Context: an optimization exercise on an open-source flow, tuned for small area and a short achievable clock period. The choices shown serve that exercise and are no tape-out recipe. In this exercise RTL edits were held to simulation tests only and were not proved equivalent to the original. Power and IR drop assume default switching activity.

Design fp_result_drain_top, start of the top module:
module fp_result_drain_top (
  input  logic         clk,
  input  logic         rst,
  input  logic [255:0] in_vec,
  input  logic [1:0]   valid_in,
  input  logic         ready_in,
  output logic [6:0]   id_out,
  output logic         lane_out,
  output logic         last_out,
  output logic         valid_out,
  output logic         overflow,
  output logic         busy,
  output logic [7:0]   count_out,
  output logic         count_valid
);
For scale: about 1,200 flip-flops, about 280 I/O pins, ~0.047 mm² of cells after synthesis.
export LEC_CHECK = 0
export CAP_MARGIN = 5
export CORE_MARGIN = 2
export CORE_UTILIZATION = 60
export SLEW_MARGIN = 5
create_clock -name core_clock -period 12.0 [get_ports {clk}]
standard.sh (not shown) runs the stock make flow with config.mk's settings and CLKGATE_MAP_FILE= SYNTH_SCRIPT=/design/flow/synth_recipe.tcl, a recipe that flattens the netlist after the stock synthesis.
==> flow/flow/run.sh <==
#!/bin/bash
# Standard ORFS layout (the standard.sh, unchanged synthesis) with:
# - a tighter setup target for timing repair (SETUP_SLACK_MARGIN),
# - plain buf_1 cells as the port buffers,
# - a clock tree of clkbuf_8 cells, small sink clusters, no dummy loads.
# Full make output goes to flow_make.log in the work folder; ORFS's per-step logs stay
# under orfs/logs.
set -euo pipefail
MARGIN=8.5
TNS=0
CTS="-sink_clustering_enable -repair_clock_nets -buf_list sky130_fd_sc_hd__clkbuf_8"
CTS="$CTS -sink_clustering_size 16 -sink_clustering_max_diameter 50 -dont_use_dummy_load"
bash standard.sh \
  SETUP_SLACK_MARGIN=$MARGIN \
  TNS_END_PERCENT=$TNS \
  "BUFFER_PORTS_ARGS=-buffer_cell sky130_fd_sc_hd__buf_1" \
  "CTS_ARGS=$CTS" \
  finish > flow_make.log 2>&1
The first run passed the timing, DRC and antenna checks.
Then changed:
- CAP_MARGIN: 5 -> 20
- SLEW_MARGIN: 5 -> 20
=> Sequential share of layout area stays the same; setup slack does not change; die area does not change; worst hold slack stays the same; routed wire length stays the same; final cell count does not change; fmax stays the same.
Then changed:
--- a/flow/flow/run.sh
+++ b/flow/flow/run.sh
@@ -7,6 +7,6 @@
 # under orfs/logs.
 set -euo pipefail
-MARGIN=8.5
-TNS=0
+MARGIN=8.2
+TNS=100
 CTS="-sink_clustering_enable -repair_clock_nets -buf_list sky130_fd_sc_hd__clkbuf_8"
 CTS="$CTS -sink_clustering_size 16 -sink_clustering_max_diameter 50 -dont_use_dummy_load"
Outcome: The new run finished with timing, DRC and antenna clean. Maximum frequency falls by 0.75%. Cell area rises by 1.8%. First-iteration DRC count rises by 11%. Worst setup slack gets worse by 30 ps. Total power rises by 0.96%. Non-clock buffer count rises by 68. Count of clock-buffer cells in the layout falls by 3.
Then changed:
--- a/flow/flow/run.sh
+++ b/flow/flow/run.sh
@@ -7,6 +7,6 @@
 # under orfs/logs.
 set -euo pipefail
-MARGIN=8.2
-TNS=100
+MARGIN=8.8
+TNS=0
 CTS="-sink_clustering_enable -repair_clock_nets -buf_list sky130_fd_sc_hd__clkbuf_8"
 CTS="$CTS -sink_clustering_size 16 -sink_clustering_max_diameter 50 -dont_use_dummy_load"
- CORE_UTILIZATION: 60 -> 70
Result:
- flip-flop and latch count stays the same
- wire length shrinks by 0.95%
- cell count shrinks by 4.2%
- clock power shrinks by about 4%
- total power barely changes
- utilization grows by 11 points

Another version of the RTL of fp_result_drain_top (not shown whole).
Size in the first run: ~2700 cells after synthesis, roughly 280 I/O pins.
Settings: LEC_CHECK=0, CAP_MARGIN=20, CORE_MARGIN=2, CORE_UTILIZATION=60, SLEW_MARGIN=20; clock period 12.0 ns.
==> flow/flow/run.sh <==
#!/bin/bash
# Standard ORFS layout (the standard.sh, unchanged synthesis), with a tighter setup
# target for timing repair and plain buffers on the ports. Full make output goes to
# flow_make.log in the work folder; ORFS's per-step logs stay under orfs/logs.
set -euo pipefail
bash standard.sh \
  SETUP_SLACK_MARGIN=${MARGIN:-8.5} \
  TNS_END_PERCENT=100 \
  "BUFFER_PORTS_ARGS=-buffer_cell sky130_fd_sc_hd__buf_1" \
  finish > flow_make.log 2>&1
Then changed:
==> flow/flow/run.sh (replaced) <==
#!/bin/bash
# Standard ORFS layout (the standard.sh, unchanged synthesis) with:
# - a tighter setup target for timing repair (SETUP_SLACK_MARGIN),
# - plain buf_1 cells as the port buffers,
# - a clock tree of clkbuf_8 cells, small sink clusters, no dummy loads.
# Full make output goes to flow_make.log in the work folder; ORFS's per-step logs stay
# under orfs/logs.
set -euo pipefail
MARGIN=8.5
TNS=0
CTS="-sink_clustering_enable -repair_clock_nets -buf_list sky130_fd_sc_hd__clkbuf_8"
CTS="$CTS -sink_clustering_size 16 -sink_clustering_max_diameter 50 -dont_use_dummy_load"
bash standard.sh \
  SETUP_SLACK_MARGIN=$MARGIN \
  TNS_END_PERCENT=$TNS \
  "BUFFER_PORTS_ARGS=-buffer_cell sky130_fd_sc_hd__buf_1" \
  "CTS_ARGS=$CTS" \
  finish > flow_make.log 2>&1
Effect: Synthesized area is unchanged; sequential share of layout area goes up by 6.3 points; first-iteration DRC count went down by 14%; final cell count decreases by 6.5%; wire length decreases by about 10%; design area fell by 9.3%; non-clock buffer count goes down by 192; global-route usage came out lower by 3.1 points; clock-buffer cell count shrinks by 34; worst setup slack gets worse by 0.10 ns; clock power shrinks by 42%.
Then changed:
==> flow/flow/run.sh (replaced) <==
#!/bin/bash
# Standard ORFS layout (the standard.sh, unchanged synthesis), with a tighter setup
# target for timing repair and plain buffers on the ports. Full make output goes to
# flow_make.log in the work folder; ORFS's per-step logs stay under orfs/logs.
set -euo pipefail
bash standard.sh \
  SETUP_SLACK_MARGIN=${MARGIN:-8.5} \
  TNS_END_PERCENT=100 \
  "BUFFER_PORTS_ARGS=-buffer_cell sky130_fd_sc_hd__buf_1" \
  finish > flow_make.log 2>&1
--- a/flow/config.mk
+++ b/flow/config.mk
@@ -10,2 +10,5 @@
 export CORE_UTILIZATION = 60
+export CTS_BUF_LIST = sky130_fd_sc_hd__clkbuf_8
+export CTS_CLUSTER_DIAMETER = 50
+export CTS_CLUSTER_SIZE = 16
 export SLEW_MARGIN = 20
After rerunning: Utilization increases by 4.9 points; area after synthesis is unchanged; non-clock buffer count increases by 158; routed wire length increases by a little under a tenth; first-iteration DRC count increases by about a fifth; sequential share of layout area decreases by 4.5 points; setup slack improves by 0.028 ns.

-- static timing again, ports no longer ideal --
No port has a modelled driver above. Below, the same layouts with a new extraction and two added sets of constraints. Step 1: set_driving_cell puts a clkbuf_16 on clk and a buf_2 on each other input, an assumption about the parent block. Step 2 also shifts input and output timing later by t, the mid clock arrival at the registers, as if the neighbouring blocks saw the same clock. Three values: ideal ports, drivers, drivers and shift; two values: the first two.
run | t (ns) | slack for setup (ns) | hold WS [ns] | worst setup path after step 2 | worst slew at a driven data input, ns
the first run of note 1 | 0.787 | 8.090 / 8.090 / 7.418 | 0.482 / 0.482 / 0.482 | input to register | 0.12
the second run of note 1 | 0.787 | 8.090 / 8.090 / 7.418 | 0.482 / 0.482 / 0.482 | input to register | 0.12
the third run of note 1 | 0.817 | 8.060 / 8.060 / 7.424 | 0.471 / 0.471 / 0.471 | input to register | 0.14
the fourth run of note 1 | 0.782 | 8.092 / 8.092 / 7.433 | 0.481 / 0.481 / 0.481 | input to register | 0.12
the first run of note 2 | 0.766 | 8.194 / 8.120 / 7.860 | 0.456 / 0.456 / 0.456 | input to register | 0.12
the second run of note 2 | 0.804 | 8.092 / 8.092 / 7.584 | 0.443 / 0.443 / 0.443 | input to register | 0.13
the third run of note 2 | 0.837 | 8.120 / 8.048 / 7.707 | 0.452 / 0.452 / 0.452 | input to register | 0.14
After both steps setup and hold are still met in every run listed.
